Context: an optimization exercise on an open-source flow, tuned for small area. The choices shown serve that exercise and are no tape-out recipe. Only simulation tests tie the RTL to the original design; equivalence was not proved.

==> build 34 <==
// ethernet_arp_icmp_macsec_classifier_core
module ethernet_arp_icmp_macsec_classifier_core #(
    parameter int unsigned LENGTH_BITS = 14
) (
    input  wire logic                   i_clk,
    input  wire logic                   i_rst_n,
    input  wire logic                   i_in_valid,
    output logic                        o_in_stall,
    input  wire logic [7:0]             i_data_byte,
    input  wire logic                   i_last_byte,
    output logic                        o_out_valid,
    input  wire logic                   i_out_stall,
    output logic [2:0]                  o_status,
    output logic [2:0]                  o_protocol,
    output logic [LENGTH_BITS-1:0]      o_frame_length,
    output logic [31:0]                 o_word_a,
    output logic [31:0]                 o_word_b,
    output logic [15:0]                 o_half_a,
    output logic [15:0]                 o_half_b,
    output logic [7:0]                  o_byte_a,
  ...
Settings: LEC_CHECK=0, CAP_MARGIN=20, CORE_MARGIN=2, CORE_UTILIZATION=75, SLEW_MARGIN=20; clock period 5.0 ns.
standard.sh (not shown) runs the stock make flow with config.mk's settings and CLKGATE_MAP_FILE= SYNTH_SCRIPT=/design/flow/synth_recipe.tcl, a recipe that flattens the netlist after the stock synthesis.
==> flow/flow/run.sh <==
#!/bin/bash
# layout flow: the standard flow (standard.sh) with
#  - synthesis: the standard synthesis script, run on a copy of ORFS's scripts in which only
#    the ABC mapping script (abc_speed.script) is replaced by flow/abc_map.script, an
#    area-recovering variant of it; flip-flops are mapped before ABC, so registers, their
#    names and cell types are those of the standard synthesis
#  - port buffers made of the smallest buffer cell, sky130_fd_sc_hd__buf_1
#  - clock tree of clkbuf_8 with small sink clusters and no dummy loads
# logs: synth.log and standard.log here, and each step's log under orfs/logs
set -euo pipefail
rm -rf scripts_abc
cp -r "$FLOW_HOME/scripts" scripts_abc
cp flow/abc_map.script scripts_abc/abc_speed.script
export BUFFER_PORTS_ARGS="-buffer_cell sky130_fd_sc_hd__buf_1"
export CTS_ARGS="-sink_clustering_enable -repair_clock_nets -sink_clustering_size 20 -sink_clustering_max_diameter 50 -buf_list sky130_fd_sc_hd__clkbuf_8 -dont_use_dummy_load"
bash standard.sh synth SCRIPTS_DIR="$PWD/scripts_abc" > synth.log 2>&1
bash standard.sh > standard.log 2>&1
==> flow/flow/abc_map.script <==
&get -n
&st
&dch
&nf
&st
&syn2
&if -g -K 6
&synch2
&nf -R 1000
&put
==> trial 60 (differences from build 34) <==
--- a/flow/design.v
+++ b/flow/design.v
@@ -146,41 +146,48 @@
     logic [7:0]  f_ba;    
     logic [7:0]  f_bb;    
     logic [1:0]  f_pc;
     logic        f_k1;    
     logic        cap;
     logic [LENGTH_BITS-1:0] p;
     logic        arp, ip4, mac;
-    logic [LENGTH_BITS:0]   d;       
+    logic [7:0]  d;                  
+    logic        lo7;                
     logic [7:0]  db;
     logic        db_z;
     assign cap  = accept && !r_pend;
     assign p    = r_count;
     assign arp  = (f_pc == PC_ARP);
     assign ip4  = (f_pc == PC_IPV4);
     assign mac  = (f_pc == PC_MAC);
-    assign d    = {1'b0, r_count} - (LENGTH_BITS+1)'({~f_wa[3:0], 2'b00});
+    assign d    = {1'b0, r_count[6:0]} - {2'b00, ~f_wa[3:0], 2'b00};
+    assign lo7  = (r_count[LENGTH_BITS-1:7] == '0);
     assign db   = i_data_byte;
     assign db_z = (db == 8'd0);
     function automatic logic at(input logic [LENGTH_BITS-1:0] pos, input int unsigned k);
         at = (pos == LENGTH_BITS'(k));
     endfunction
     logic icmp0, icmp1, icmp2, icmp3;
-    assign icmp0 = ip4 && (d == (LENGTH_BITS+1)'(14));
-    assign icmp1 = ip4 && (d == (LENGTH_BITS+1)'(15));
-    assign icmp2 = ip4 && (d == (LENGTH_BITS+1)'(16));
-    assign icmp3 = ip4 && (d == (LENGTH_BITS+1)'(17));
-    logic k_upd, k_first, k_e0, k_e3, k_match;
-    assign k_upd   = (arp && (at(p, 14) || at(p, 15) || at(p, 16) || at(p, 17))) ||
+    assign icmp0 = ip4 && lo7 && (d == 8'd14);
+    assign icmp1 = ip4 && lo7 && (d == 8'd15);
+    assign icmp2 = ip4 && lo7 && (d == 8'd16);
+    assign icmp3 = ip4 && lo7 && (d == 8'd17);
+    logic k_upd, k_first, k_e0, k_e1, k_e2, k_e3, k_alt, k_match;
+    assign k_upd   = (arp && (at(p, 14) || at(p, 15) || at(p, 16) || at(p, 17) ||
+                              at(p, 18) || at(p, 19) || at(p, 20) || at(p, 21))) ||
                      (ip4 && at(p, 23)) ||
                      (mac && (at(p, 16) || at(p, 17) || at(p, 18) || at(p, 19)));
     assign k_first = (arp && at(p, 14)) || (ip4 && at(p, 23)) || (mac && at(p, 16));
-    assign k_e0    = (arp && at(p, 15)) || ip4;
+    assign k_e0    = (arp && (at(p, 15) || at(p, 21))) || ip4;
+    assign k_e1    = arp && at(p, 18);
+    assign k_e2    = arp && (at(p, 18) || at(p, 19));
     assign k_e3    = arp && at(p, 16);
-    assign k_match = (db[7:4] == 4'd0) && (db[2:1] == 2'd0) && (db[0] == k_e0) && (db[3] == k_e3);
+    assign k_alt   = arp && at(p, 21);
+    assign k_match = (db[7:4] == 4'd0) && (db[3] == k_e3) && (db[2] == k_e2) &&
+                     ((db[1:0] == {k_e1, k_e0}) || (k_alt && db[1:0] == 2'b10));
     always_ff @(posedge i_clk) begin
         if (cap) begin
             if ((arp && at(p, 28)) || (mac && at(p, 16))) f_wa[31:24] <= ~db;
             if ((arp && at(p, 29)) || (mac && at(p, 17))) f_wa[23:16] <= ~db;
             if ((arp && at(p, 30)) || (mac && at(p, 18))) f_wa[15:8]  <= ~db;
             if ((arp && at(p, 31)) || (mac && at(p, 19)) || (ip4 && at(p, 14))) f_wa[7:0] <= ~db;
             if (arp && at(p, 38)) f_wb[31:24] <= ~db;
@@ -213,27 +220,25 @@
         n_pr = 2'd0;
         if (L >= LENGTH_BITS'(14)) begin
             case (f_pc)
                 PC_ARP: begin
                     n_pr = 2'd1;
                     if (L >= LENGTH_BITS'(42)) begin
                         n_fv = 1'b1;
-                        n_x  = !f_k1 || (~f_ba) != ehc_pkg::ARP_HLEN || (~f_bb) != ehc_pkg::ARP_PLEN ||
-                               ((~f_ha) != ehc_pkg::ARP_OP_REQ && (~f_ha) != ehc_pkg::ARP_OP_REPLY);
+                        n_x  = !f_k1;
                     end
                 end
                 PC_IPV4: begin
                     if (L < LENGTH_BITS'(34) || !f_k1) begin
                         n_fv = 1'b1;
                         n_x  = 1'b1;
                     end else begin
                         n_pr = 2'd2;
                         if (L >= LENGTH_BITS'(42)) begin
-                            if ((~f_wa[3:0]) < 4'd5 || d[LENGTH_BITS] ||
-                                d[LENGTH_BITS-1:0] < LENGTH_BITS'(22)) begin
+                            if ((~f_wa[3:0]) < 4'd5 || (lo7 && (d[7] || d[6:0] < 7'd22))) begin
                                 n_x = 1'b1;
                             end else begin
                                 n_fv = 1'b1;
                                 n_x  = (~f_wb[23:16]) == 8'd0 ||
                                        ((~f_ba) >= 8'd19 && (~f_ba) <= 8'd29);
                             end
                         end
--- a/flow/flow/run.sh
+++ b/flow/flow/run.sh
@@ -8,10 +8,10 @@
 #  - clock tree of clkbuf_8 with small sink clusters and no dummy loads
 # logs: synth.log and standard.log here, and each step's log under orfs/logs
 set -euo pipefail
 rm -rf scripts_abc
 cp -r "$FLOW_HOME/scripts" scripts_abc
 cp flow/abc_map.script scripts_abc/abc_speed.script
 export BUFFER_PORTS_ARGS="-buffer_cell sky130_fd_sc_hd__buf_1"
-export CTS_ARGS="-sink_clustering_enable -repair_clock_nets -sink_clustering_size 20 -sink_clustering_max_diameter 50 -buf_list sky130_fd_sc_hd__clkbuf_8 -dont_use_dummy_load"
+export CTS_ARGS="-sink_clustering_enable -repair_clock_nets -sink_clustering_size 18 -sink_clustering_max_diameter 45 -buf_list sky130_fd_sc_hd__clkbuf_8 -dont_use_dummy_load"
 bash standard.sh synth SCRIPTS_DIR="$PWD/scripts_abc" > synth.log 2>&1
 bash standard.sh > standard.log 2>&1
==> flow/flow/abc_map.script (replaced) <==
&get -n
&st
&dch
&nf
&st
&syn2
&if -g -K 6
&synch2
&nf
&st
&syn2
&if -g -K 6
&synch2
&nf
&st
&dch -f
&nf -R 1000
&st
&dch -f
&nf -R 1000
&st
&dch -f
&nf -R 1000
&st
&dch -f
&nf -R 1000
&put
==> flow_metrics.tcl <==
set metrics [dict create \
    p_clk_frac 0.277 \
    seqPwrFrac 0.688 \
    multi_input_area_sq_um 2532 \
    path_class "reg2reg" \
    drt_iter0_markers 898 \
    cp-endpoint "f_ba[1]" \
    multi_input_area_share 0.1794 \
    synthTopCellsByCount "327 x edfxtp_1, 121 x o22ai_1, 31 x nand2_1, 30 x nor2_1, 21 x clkinv_1" \
    drt-met1-wl_mm 10.82 \
    combPwrFrac 0.034 \
    status "finished clean" \
    cp.depth 14 \
    nClkBuffers 27 \
]
[end of results for build 34]
==> flow_metrics.tcl <==
set metrics [dict create \
    p_clk_frac 0.288 \
    combPwrFrac 0.033 \
    seqPwrFrac 0.679 \
    cp-endpoint "o_byte_c[6]" \
    synthTopCellsByCount "327 x edfxtp_1, 121 x o22ai_1, 40 x nand2_1, 33 x nor2_1, 21 x clkinv_1" \
    multi_input_area_sq_um 2387 \
    drt-met1-wl_mm 10.14 \
    status "finished clean" \
    drt_iter0_markers 960 \
]
[end of results for trial 60]

==> what the ideal ports hide <==
No port has a modelled driver above. Below, the same layouts with a new extraction and two added sets of constraints. Step 1 sets driving cells, clkbuf_16 on the clock port and buf_2 on the other inputs (assumed; they add their load-dependent delay and slew). Step 2 also shifts input and output timing later by t, the mid clock arrival at the registers, as if the neighbouring blocks saw the same clock. Slacks: no drivers / after step 1 / after step 2; pairs: no drivers / after step 1.
| run | shift t [ns] | slack for setup (ns) | latest minus earliest clock arrival (ns) |
|---|---|---|---|
| build 34 | 0.589 | 1.031 / 1.031 / 1.031 | 0.046 / 0.047 |
| trial 60 | 0.613 | 1.107 / 1.069 / 1.518 | 0.055 / 0.054 |
After both steps every run listed still meets setup and hold.
